Source: an optimization exercise on an open RTL-to-GDS flow (aim: small area). Production flows keep margins and buffers that such runs may drop. The RTL was checked by simulation tests, not by an equivalence proof against the original design. Power is estimated from default activity; no workload was simulated.

==> inputs of 06-23 <==
==> flow/design.v (excerpt) <==
module broadcast_ring_buffer #(
  parameter int SLOTS      = brb_pkg::SLOTS_DEF,
  parameter int CONSUMERS  = brb_pkg::CONSUMERS_DEF,
  parameter int DATA_WIDTH = brb_pkg::DATA_W_DEF
) (
  input  wire logic                         clk,
  input  wire logic                         rst,
  input  wire logic                         psel,
  input  wire logic                         penable,
  input  wire logic                         pwrite,
  input  wire logic [brb_pkg::APB_AW-1:0]   paddr,
  input  wire logic [brb_pkg::APB_DW-1:0]   pwdata,
  output logic      [brb_pkg::APB_DW-1:0]   prdata,
  output logic                              pready,
  input  wire logic                         in_valid,
  output logic                              in_stall,
  input  wire logic                         opcode,
  input  wire logic [brb_pkg::CID_W-1:0]    consumer_id,
  input  wire logic [DATA_WIDTH-1:0]        data_in,
  output logic                              out_valid,
  input  wire logic                         out_stall,
  output brb_pkg::status_t                  status,
  output logic      [DATA_WIDTH-1:0]        data_out
);
export LEC_CHECK = 0
export CAP_MARGIN = 10
export CORE_MARGIN = 3
export CORE_UTILIZATION = 60
export GPL_TIMING_DRIVEN = 0
export PLACE_DENSITY = 0.75
export SETUP_SLACK_MARGIN = 0.15
export SLEW_MARGIN = 0
create_clock -name core_clock -period 5.0 [get_ports {clk}]
standard.sh (not shown) runs the stock make flow with config.mk's settings and CLKGATE_MAP_FILE= SYNTH_SCRIPT=/design/flow/synth_recipe.tcl, a recipe that flattens the netlist after the stock synthesis.
==> flow/flow/run.sh <==
#!/bin/bash
# Own layout flow for this design.
#  3. flat area re-mappings of the combinational logic (registers untouched)
#     with a few ABC scripts (flow/*.abc); the smallest netlist is kept.
#  4. the standard layout steps, with small port buffers, no floorplan
#     resizing of the synthesized netlist and no dummy clock-tree loads.
# Each tool's output goes to a log file in this folder.
set -euo pipefail
W=$(pwd)
R=$W/orfs/results/$FLOW_PLATFORM/broadcast_ring_buffer/base
LIB=$FLOW_HOME/platforms/$FLOW_PLATFORM/lib/sky130_fd_sc_hd__tt_025C_1v80.lib
HIER_SYNTH=1
REMAP=1
CTS_EXTRA=""
PORT_BUF=sky130_fd_sc_hd__buf_1
REMAP_SCRIPTS="area area_deep area_amap"
FORCE_SCRIPT=""
TIE_SHARE=0
UPSIZE_MIN_FANOUT=""
[ -f flow/knobs.sh ] && source flow/knobs.sh

regs() {  # sequential cell instances (type and name) of a netlist
  grep -E '^\s*sky130_fd_sc_hd__(df|edf|sdf|dl|sedf)[a-z]*_[0-9]+ ' "$1" | awk '{print $1, $2}' | sed -E 's/_[0-9]+ / /' | sort
}
area() {  # total cell area of a flat netlist
  sed -e "s|@LIB@|$LIB|g" -e "s|@IN@|$1|g" flow/area.ys > area_run.ys
  yosys -q -s area_run.ys -l "$2" > /dev/null 2>&1 || true
  grep "Chip area" "$2" | tail -1 | awk '{print $NF}'
}

bash standard.sh synth > synth_std.log 2>&1
cp $R/1_2_yosys.v $W/netlist_std.v
regs $W/netlist_std.v > regs_std.txt
BEST=$W/netlist_std.v
BEST_AREA=$(area $W/netlist_std.v area_std.log)
echo "standard synthesis: $BEST_AREA" > choice.log

if [ "$HIER_SYNTH" = 1 ]; then
  rm -rf $W/scripts_area
  cp -r $FLOW_HOME/scripts $W/scripts_area
  cp flow/area.abc $W/scripts_area/abc_speed.script
  rm -f $R/1_* $R/mem*.json
  if bash standard.sh SCRIPTS_DIR=$W/scripts_area SYNTH_HIERARCHICAL=1 synth > synth_area.log 2>&1; then
    cp $R/1_2_yosys.v $W/netlist_hier.v
    regs $W/netlist_hier.v > regs_hier.txt
    A=$(area $W/netlist_hier.v area_hier.log)
    echo "area synthesis: $A" >> choice.log
    if cmp -s regs_std.txt regs_hier.txt; then
      if awk "BEGIN{exit !($A < $BEST_AREA)}"; then BEST=$W/netlist_hier.v; BEST_AREA=$A; fi
    else
      echo "area synthesis registers differ; not used" >> choice.log
    fi
  else
    echo "area synthesis failed; not used" >> choice.log
  fi
fi

if [ "$REMAP" = 1 ]; then
  SRC=$BEST
  for SCR in $REMAP_SCRIPTS; do
    ABCX=""
    case $SCR in *_sz) printf 'set_driving_cell sky130_fd_sc_hd__buf_1\nset_load 5\n' > abc_sz.constr; ABCX="-constr $W/abc_sz.constr -D 4000";; esac
    sed -e "s|@LIB@|$LIB|g" -e "s|@IN@|$SRC|g" -e "s|@OUT@|$W/netlist_$SCR.v|g" \
        -e "s|@SCR@|$W/flow/$SCR.abc|g" -e "s|@ABCX@|$ABCX|g" flow/remap.ys > remap_$SCR.ys
    if yosys -s remap_$SCR.ys > remap_$SCR.log 2>&1; then
      regs $W/netlist_$SCR.v > regs_$SCR.txt
      A=$(area $W/netlist_$SCR.v area_$SCR.log)
      echo "re-mapped ($SCR): $A" >> choice.log
      if cmp -s regs_std.txt regs_$SCR.txt; then
        if [ "$SCR" = "$FORCE_SCRIPT" ]; then FORCED=$W/netlist_$SCR.v; FORCED_AREA=$A; fi
        if awk "BEGIN{exit !($A < $BEST_AREA)}"; then BEST=$W/netlist_$SCR.v; BEST_AREA=$A; fi
      fi
    fi
  done
fi
if [ -n "${FORCED:-}" ]; then BEST=$FORCED; BEST_AREA=$FORCED_AREA; fi
echo "using $BEST ($BEST_AREA)" >> choice.log

# restore the standard synthesis results, then swap in the chosen netlist
rm -f $R/1_* $R/mem*.json
bash standard.sh synth > synth_std2.log 2>&1
cp $BEST $R/1_2_yosys.v
rm -f $R/1_synth.odb

export REMOVE_ABC_BUFFERS=1
if [ "$TIE_SHARE" = 1 ]; then export SKIP_REPAIR_TIE_FANOUT=1; fi
if [ -n "$UPSIZE_MIN_FANOUT" ]; then
  export FLOW_UPSIZE_MIN_FANOUT=$UPSIZE_MIN_FANOUT
  export PRE_RESIZE_TCL=$W/flow/upsize.tcl
fi
export BUFFER_PORTS_ARGS="-buffer_cell $PORT_BUF"
export CTS_ARGS="-sink_clustering_enable -repair_clock_nets -dont_use_dummy_load $CTS_EXTRA"
bash standard.sh finish > layout.log 2>&1
Other scripts of this flow, unchanged in this note and not shown: flow/flow/area.abc, flow/flow/area.ys, flow/flow/area_amap.abc, flow/flow/area_deep.abc, flow/flow/area_deep_sz.abc, flow/flow/knobs.sh, flow/flow/remap.ys, flow/flow/upsize.tcl
==> 07-01: changes against 06-23 <==
- SLEW_MARGIN: 0 -> 5
==> notes <==
Between 07-01 and 06-23, the lower global-route usage is in 07-01 (gap 0.19 points). Of 06-23 and 07-01, 07-01 has the higher setup slack (gap 9.2 ps). Against 07-01, the via count of 06-23 is higher by 1.0%. Combinational power: 07-01 is larger than 06-23 (about 0.5%). In 06-23 the critical path depth is higher than in 07-01, by 1. Sequential power is about the same in 06-23 and 07-01. Against 06-23, the core utilization of 07-01 is lower by 0.16 points.

* * *

==> v16: inputs <==
broadcast_ring_buffer again, from the RTL that the note above started with.
// broadcast_ring_buffer
module broadcast_ring_buffer #(
  parameter int SLOTS      = brb_pkg::SLOTS_DEF,
  parameter int CONSUMERS  = brb_pkg::CONSUMERS_DEF,
  parameter int DATA_WIDTH = brb_pkg::DATA_W_DEF
) (
  input  wire logic                         clk,
  input  wire logic                         rst,
  input  wire logic                         psel,
  input  wire logic                         penable,
  input  wire logic                         pwrite,
  input  wire logic [brb_pkg::APB_AW-1:0]   paddr,
  input  wire logic [brb_pkg::APB_DW-1:0]   pwdata,
  output logic      [brb_pkg::APB_DW-1:0]   prdata,
  output logic                              pready,
  input  wire logic                         in_valid,
  output logic                              in_stall,
  input  wire logic                         opcode,
  input  wire logic [brb_pkg::CID_W-1:0]    consumer_id,
  input  wire logic [DATA_WIDTH-1:0]        data_in,
  output logic                              out_valid,
  input  wire logic                         out_stall,
  output brb_pkg::status_t                  status,
  output logic      [DATA_WIDTH-1:0]        data_out
);
==> flow/config.mk <==
export PLATFORM = sky130hd
export DESIGN_NAME = broadcast_ring_buffer
export DESIGN_NICKNAME = broadcast_ring_buffer
export VERILOG_FILES = /design/flow/design.v
export SDC_FILE = /design/flow/constraint.sdc
export NUM_CORES = 4
export LEC_CHECK = 0
export CAP_MARGIN = 0
export CORE_MARGIN = 3
export CORE_UTILIZATION = 60
export GPL_TIMING_DRIVEN = 0
export PLACE_DENSITY = 0.75
export SETUP_SLACK_MARGIN = 0.15
export SLEW_MARGIN = 0
==> flow/constraint.sdc <==
create_clock -name core_clock -period 5.0 [get_ports {clk}]
set_input_delay 1.0000 -clock core_clock [delete_from_list [all_inputs] [get_ports {clk}]]
set_output_delay 1.0000 -clock core_clock [all_outputs]
set_load 0.01 [all_outputs]
==> flow/flow/run.sh <==
#!/bin/bash
# Own layout flow for this design.
#  3. flat area re-mappings of the combinational logic (registers untouched)
#     with a few ABC scripts (flow/*.abc); the smallest netlist is kept.
#  4. the standard layout steps, with small port buffers, no floorplan
#     resizing of the synthesized netlist and no dummy clock-tree loads.
# Each tool's output goes to a log file in this folder.
set -euo pipefail
W=$(pwd)
R=$W/orfs/results/$FLOW_PLATFORM/broadcast_ring_buffer/base
LIB=$FLOW_HOME/platforms/$FLOW_PLATFORM/lib/sky130_fd_sc_hd__tt_025C_1v80.lib
HIER_SYNTH=1
REMAP=1
CTS_EXTRA=""
PORT_BUF=sky130_fd_sc_hd__buf_1
REMAP_SCRIPTS="area area_deep area_amap"
FORCE_SCRIPT=""
TIE_SHARE=0
[ -f flow/knobs.sh ] && source flow/knobs.sh

regs() {  # sequential cell instances (type and name) of a netlist
  grep -E '^\s*sky130_fd_sc_hd__(df|edf|sdf|dl|sedf)[a-z]*_[0-9]+ ' "$1" | awk '{print $1, $2}' | sed -E 's/_[0-9]+ / /' | sort
}
area() {  # total cell area of a flat netlist
  sed -e "s|@LIB@|$LIB|g" -e "s|@IN@|$1|g" flow/area.ys > area_run.ys
  yosys -q -s area_run.ys -l "$2" > /dev/null 2>&1 || true
  grep "Chip area" "$2" | tail -1 | awk '{print $NF}'
}

bash standard.sh synth > synth_std.log 2>&1
cp $R/1_2_yosys.v $W/netlist_std.v
regs $W/netlist_std.v > regs_std.txt
BEST=$W/netlist_std.v
BEST_AREA=$(area $W/netlist_std.v area_std.log)
echo "standard synthesis: $BEST_AREA" > choice.log

if [ "$HIER_SYNTH" = 1 ]; then
  rm -rf $W/scripts_area
  cp -r $FLOW_HOME/scripts $W/scripts_area
  cp flow/area.abc $W/scripts_area/abc_speed.script
  rm -f $R/1_* $R/mem*.json
  if bash standard.sh SCRIPTS_DIR=$W/scripts_area SYNTH_HIERARCHICAL=1 synth > synth_area.log 2>&1; then
    cp $R/1_2_yosys.v $W/netlist_hier.v
    regs $W/netlist_hier.v > regs_hier.txt
    A=$(area $W/netlist_hier.v area_hier.log)
    echo "area synthesis: $A" >> choice.log
    if cmp -s regs_std.txt regs_hier.txt; then
      if awk "BEGIN{exit !($A < $BEST_AREA)}"; then BEST=$W/netlist_hier.v; BEST_AREA=$A; fi
    else
      echo "area synthesis registers differ; not used" >> choice.log
    fi
  else
    echo "area synthesis failed; not used" >> choice.log
  fi
fi

if [ "$REMAP" = 1 ]; then
  SRC=$BEST
  for SCR in $REMAP_SCRIPTS; do
    ABCX=""
    case $SCR in *_sz) printf 'set_driving_cell sky130_fd_sc_hd__buf_1\nset_load 5\n' > abc_sz.constr; ABCX="-constr $W/abc_sz.constr -D 4000";; esac
    sed -e "s|@LIB@|$LIB|g" -e "s|@IN@|$SRC|g" -e "s|@OUT@|$W/netlist_$SCR.v|g" \
        -e "s|@SCR@|$W/flow/$SCR.abc|g" -e "s|@ABCX@|$ABCX|g" flow/remap.ys > remap_$SCR.ys
    if yosys -s remap_$SCR.ys > remap_$SCR.log 2>&1; then
      regs $W/netlist_$SCR.v > regs_$SCR.txt
      A=$(area $W/netlist_$SCR.v area_$SCR.log)
      echo "re-mapped ($SCR): $A" >> choice.log
      if cmp -s regs_std.txt regs_$SCR.txt; then
        if [ "$SCR" = "$FORCE_SCRIPT" ]; then FORCED=$W/netlist_$SCR.v; FORCED_AREA=$A; fi
        if awk "BEGIN{exit !($A < $BEST_AREA)}"; then BEST=$W/netlist_$SCR.v; BEST_AREA=$A; fi
      fi
    fi
  done
fi
if [ -n "${FORCED:-}" ]; then BEST=$FORCED; BEST_AREA=$FORCED_AREA; fi
echo "using $BEST ($BEST_AREA)" >> choice.log

# restore the standard synthesis results, then swap in the chosen netlist
rm -f $R/1_* $R/mem*.json
bash standard.sh synth > synth_std2.log 2>&1
cp $BEST $R/1_2_yosys.v
rm -f $R/1_synth.odb

export REMOVE_ABC_BUFFERS=1
if [ "$TIE_SHARE" = 1 ]; then export SKIP_REPAIR_TIE_FANOUT=1; fi
export BUFFER_PORTS_ARGS="-buffer_cell $PORT_BUF"
export CTS_ARGS="-sink_clustering_enable -repair_clock_nets -dont_use_dummy_load $CTS_EXTRA"
bash standard.sh finish > layout.log 2>&1
==> flow/flow/area_amap.abc <==
&get -n
&st
&deepsyn -T 30
&put
strash
dch -f
amap
topo
==> flow/flow/area_deep.abc <==
&get -n
&st
&deepsyn -T 30
&dch -f
&nf -a -R 1000
&put
==> flow/flow/area_deep_sz.abc <==
&get -n
&st
&deepsyn -T 30
&dch -f
&nf -a -R 1000
&put
topo
stime -c
buffer -c
upsize -c
dnsize -c
stime -c
==> flow/flow/knobs.sh <==
CTS_EXTRA="-buf_list sky130_fd_sc_hd__clkbuf_8 -sink_clustering_size 18 -sink_clustering_max_diameter 50"
TIE_SHARE=1
export RECOVER_POWER=100
==> flow/flow/remap.ys <==
read_liberty -ignore_miss_func @LIB@
blackbox *__df* *__edf* *__sdf* *__dl* sky130_fd_sc_hd__conb_1
read_verilog -overwrite @IN@
hierarchy -top broadcast_ring_buffer
flatten
opt_clean -purge
abc -script @SCR@ @ABCX@ -liberty @LIB@ -dont_use *probe* -dont_use *lpflow*
opt_clean -purge
hilomap -singleton -hicell sky130_fd_sc_hd__conb_1 HI -locell sky130_fd_sc_hd__conb_1 LO
splitnets
opt_clean -purge
stat -liberty @LIB@
write_verilog -noattr -nohex -nodec -selected @OUT@
Other scripts of this flow, unchanged in this note and not shown: flow/flow/area.abc, flow/flow/area.ys
==> v22: changes against v16 <==
--- a/flow/flow/run.sh
+++ b/flow/flow/run.sh
@@ -16,6 +16,7 @@
 REMAP_SCRIPTS="area area_deep area_amap"
 FORCE_SCRIPT=""
 TIE_SHARE=0
+UPSIZE_MIN_FANOUT=""
 [ -f flow/knobs.sh ] && source flow/knobs.sh
 
 regs() {  # sequential cell instances (type and name) of a netlist
@@ -83,6 +84,10 @@
 
 export REMOVE_ABC_BUFFERS=1
 if [ "$TIE_SHARE" = 1 ]; then export SKIP_REPAIR_TIE_FANOUT=1; fi
+if [ -n "$UPSIZE_MIN_FANOUT" ]; then
+  export FLOW_UPSIZE_MIN_FANOUT=$UPSIZE_MIN_FANOUT
+  export PRE_RESIZE_TCL=$W/flow/upsize.tcl
+fi
 export BUFFER_PORTS_ARGS="-buffer_cell $PORT_BUF"
 export CTS_ARGS="-sink_clustering_enable -repair_clock_nets -dont_use_dummy_load $CTS_EXTRA"
 bash standard.sh finish > layout.log 2>&1
==> flow/flow/knobs.sh (replaced) <==
CTS_EXTRA="-buf_list sky130_fd_sc_hd__clkbuf_4 -sink_clustering_size 10 -sink_clustering_max_diameter 35"
TIE_SHARE=1
UPSIZE_MIN_FANOUT=12
==> flow/flow/upsize.tcl (new file) <==
# PRE_RESIZE hook: before repair_design, give combinational drivers of
# high-fanout nets a stronger size of the same cell (_4, else _2), which fixes
# their slew more cheaply than the buffers repair_design would add.
proc my_upsize_weak_drivers { min_fanout } {
  set block [ord::get_db_block]
  set n 0
  foreach net [$block getNets] {
    if {[$net getSigType] ne "SIGNAL"} continue
    set loads 0
    set drv ""
    foreach it [$net getITerms] {
      if {[$it isOutputSignal]} { set drv $it } elseif {[$it isInputSignal]} { incr loads }
    }
    if {$drv eq "" || $loads < $min_fanout} continue
    set inst [$drv getInst]
    set m [[$inst getMaster] getName]
    if {![regexp {^(sky130_fd_sc_hd__[a-z0-9]+)_(0|1|2)$} $m -> base sz]} continue
    if {[string match "*df*" $base] || [string match "*conb*" $base]} continue
    foreach try {4 2} {
      set nm [[ord::get_db] findMaster ${base}_$try]
      if {$nm ne "NULL" && $try > $sz} {
        $inst swapMaster $nm
        incr n
        break
      }
    }
  }
  puts "my_upsize_weak_drivers: upsized $n drivers"
}
my_upsize_weak_drivers $::env(FLOW_UPSIZE_MIN_FANOUT)
==> v25: changes against v16 <==
==> flow/flow/run.sh (replaced) <==
#!/bin/bash
# Own layout flow for this design.
#  3. a flat area re-mapping of the combinational logic (registers untouched),
#     kept only if it is smaller.
#  4. the standard layout steps, with small port buffers, no floorplan
#     resizing of the synthesized netlist and no dummy clock-tree loads.
# Each tool's output goes to a log file in this folder.
set -euo pipefail
W=$(pwd)
R=$W/orfs/results/$FLOW_PLATFORM/broadcast_ring_buffer/base
LIB=$FLOW_HOME/platforms/$FLOW_PLATFORM/lib/sky130_fd_sc_hd__tt_025C_1v80.lib
HIER_SYNTH=1
REMAP=1
CTS_EXTRA=""
PORT_BUF=sky130_fd_sc_hd__buf_1
[ -f flow/knobs.sh ] && source flow/knobs.sh

regs() {  # sequential cell instances (type and name) of a netlist
  grep -E '^\s*sky130_fd_sc_hd__(df|edf|sdf|dl|sedf)[a-z]*_[0-9]+ ' "$1" | awk '{print $1, $2}' | sed -E 's/_[0-9]+ / /' | sort
}
area() {  # total cell area of a flat netlist
  sed -e "s|@LIB@|$LIB|g" -e "s|@IN@|$1|g" flow/area.ys > area_run.ys
  yosys -q -s area_run.ys -l "$2" > /dev/null 2>&1 || true
  grep "Chip area" "$2" | tail -1 | awk '{print $NF}'
}

bash standard.sh synth > synth_std.log 2>&1
cp $R/1_2_yosys.v $W/netlist_std.v
regs $W/netlist_std.v > regs_std.txt
BEST=$W/netlist_std.v
BEST_AREA=$(area $W/netlist_std.v area_std.log)
echo "standard synthesis: $BEST_AREA" > choice.log

if [ "$HIER_SYNTH" = 1 ]; then
  rm -rf $W/scripts_area
  cp -r $FLOW_HOME/scripts $W/scripts_area
  cp flow/area.abc $W/scripts_area/abc_speed.script
  rm -f $R/1_* $R/mem*.json
  if bash standard.sh SCRIPTS_DIR=$W/scripts_area SYNTH_HIERARCHICAL=1 synth > synth_area.log 2>&1; then
    cp $R/1_2_yosys.v $W/netlist_area.v
    regs $W/netlist_area.v > regs_area.txt
    A=$(area $W/netlist_area.v area_area.log)
    echo "area synthesis: $A" >> choice.log
    if cmp -s regs_std.txt regs_area.txt; then
      if awk "BEGIN{exit !($A < $BEST_AREA)}"; then BEST=$W/netlist_area.v; BEST_AREA=$A; fi
    else
      echo "area synthesis registers differ; not used" >> choice.log
    fi
  else
    echo "area synthesis failed; not used" >> choice.log
  fi
fi

if [ "$REMAP" = 1 ]; then
  sed -e "s|@LIB@|$LIB|g" -e "s|@IN@|$BEST|g" -e "s|@OUT@|$W/netlist_remap.v|g" \
      -e "s|@SCR@|$W/flow/area.abc|g" flow/remap.ys > remap_run.ys
  if yosys -s remap_run.ys > remap.log 2>&1; then
    regs $W/netlist_remap.v > regs_remap.txt
    A=$(area $W/netlist_remap.v area_remap.log)
    echo "re-mapped: $A" >> choice.log
    if cmp -s regs_std.txt regs_remap.txt && awk "BEGIN{exit !($A < $BEST_AREA)}"; then
      BEST=$W/netlist_remap.v; BEST_AREA=$A
    fi
  fi
fi
echo "using $BEST ($BEST_AREA)" >> choice.log

# restore the standard synthesis results, then swap in the chosen netlist
rm -f $R/1_* $R/mem*.json
bash standard.sh synth > synth_std2.log 2>&1
cp $BEST $R/1_2_yosys.v
rm -f $R/1_synth.odb

export REMOVE_ABC_BUFFERS=1
export BUFFER_PORTS_ARGS="-buffer_cell $PORT_BUF"
export CTS_ARGS="-sink_clustering_enable -repair_clock_nets -dont_use_dummy_load $CTS_EXTRA"
bash standard.sh finish > layout.log 2>&1
==> flow/flow/knobs.sh (replaced) <==
CTS_EXTRA="-buf_list sky130_fd_sc_hd__clkbuf_8 -sink_clustering_size 18 -sink_clustering_max_diameter 50"
--- a/flow/flow/remap.ys
+++ b/flow/flow/remap.ys
@@ -4,7 +4,7 @@
 hierarchy -top broadcast_ring_buffer
 flatten
 opt_clean -purge
-abc -script @SCR@ @ABCX@ -liberty @LIB@ -dont_use *probe* -dont_use *lpflow*
+abc -script @SCR@ -liberty @LIB@ -dont_use *probe* -dont_use *lpflow*
 opt_clean -purge
 hilomap -singleton -hicell sky130_fd_sc_hd__conb_1 HI -locell sky130_fd_sc_hd__conb_1 LO
 splitnets
--- a/flow/config.mk
+++ b/flow/config.mk
@@ -7,8 +7,8 @@
 export LEC_CHECK = 0
 export CAP_MARGIN = 0
 export CORE_MARGIN = 3
-export CORE_UTILIZATION = 60
+export CORE_UTILIZATION = 50
 export GPL_TIMING_DRIVEN = 0
-export PLACE_DENSITY = 0.75
-export SETUP_SLACK_MARGIN = 0.15
+export PLACE_DENSITY = 0.65
+export SETUP_SLACK_MARGIN = 0.1
 export SLEW_MARGIN = 0
removed: flow/flow/area_amap.abc
removed: flow/flow/area_deep.abc
removed: flow/flow/area_deep_sz.abc
==> results.txt <==
Root buf cell: v22 clkbuf_4; v16 clkbuf_8; v25 clkbuf_8
Maximum clock frequency: v22 216 MHz; v16 212 MHz; v25 210 MHz
Cell Area, Placed: v22 20,600 sq um; v16 20,900 sq um; v25 21,700 sq um
Area Growth Syn to Fin: v22 10.2%; v16 10.0%; v25 13.6%
Minimum setup slack in the final design: v22 0.378 ns; v16 0.276 ns; v25 0.233 ns
Final Instance Count excl. Fillers: v22 1,674; v16 1,679; v25 1,907
Clock network fraction of total power: v22 24.1%; v16 24.1%; v25 24.8%
H-tree depth: v22 3; v16 2; v25 2
Grt met2 use: v22 45.3%; v16 46.3%; v25 37.0%
Initial antenna violation count: v22 1; v16 0; v25 1
GRT Overall Usage: v22 28.4%; v16 28.1%; v25 22.9%
Cell area after layout: v22 21,400 sq um; v16 21,400 sq um; v25 22,800 sq um
Tapcell count: v22 402; v16 402; v25 518
DRT iter0 DRCs: v22 2,016; v16 1,832; v25 1,116
Slew at the pin closest to its max-slew limit: v22 1.38 ns; v16 2.56 ns; v25 1.05 ns
Status: v22 no timing/DRC/antenna violations; v16 finished with violations; v25 no timing/DRC/antenna violations
Reasons for failing layout checks: v22 -; v16 capacitance limit, slew limit; v25 -

-- what the ideal ports hide --
How much do the figures lean on ideal ports? The routed layouts below were timed once more, with nothing changed but the port constraints. Step 1 (the two cells are an assumption about what drives the block):
set clk [get_ports {clk}]
set_driving_cell -lib_cell sky130_fd_sc_hd__clkbuf_16 $clk
set_driving_cell -lib_cell sky130_fd_sc_hd__buf_2 [delete_from_list [all_inputs] $clk]
Step 2, shift: input delay + t, output delay - t, t = (earliest + latest rising clock arrival at the registers) / 2. This alone moves slack from input paths to output paths. a / b / c = ideal ports / drivers / drivers and shift; a / b = the first two.
| run | t, ns | setup WS [ns] | worst setup path after step 2 | worst register clock-pin slew, ns | worst slew at a driven data input, ns |
|---|---|---|---|---|---|
| 06-23 | 0.772 | 0.279 / 0.306 / -0.466 | input to register | 0.11 / 0.11 | 0.08 |
| 07-01 | 0.728 | 0.288 / 0.312 / -0.416 | input to register | 0.11 / 0.11 | 0.08 |
| v16 | 0.601 | 0.276 / 0.283 / -0.306 | input to register | 0.11 / 0.11 | 0.06 |
| v22 | 0.745 | 0.378 / 0.399 / -0.346 | input to register | 0.12 / 0.12 | 0.07 |
| v25 | 0.659 | 0.233 / 0.262 / -0.397 | input to register | 0.11 / 0.11 | 0.07 |
The setup slack of 06-23, which loses most, moves by +0.027 ns with the drivers and by -0.745 ns with both steps.
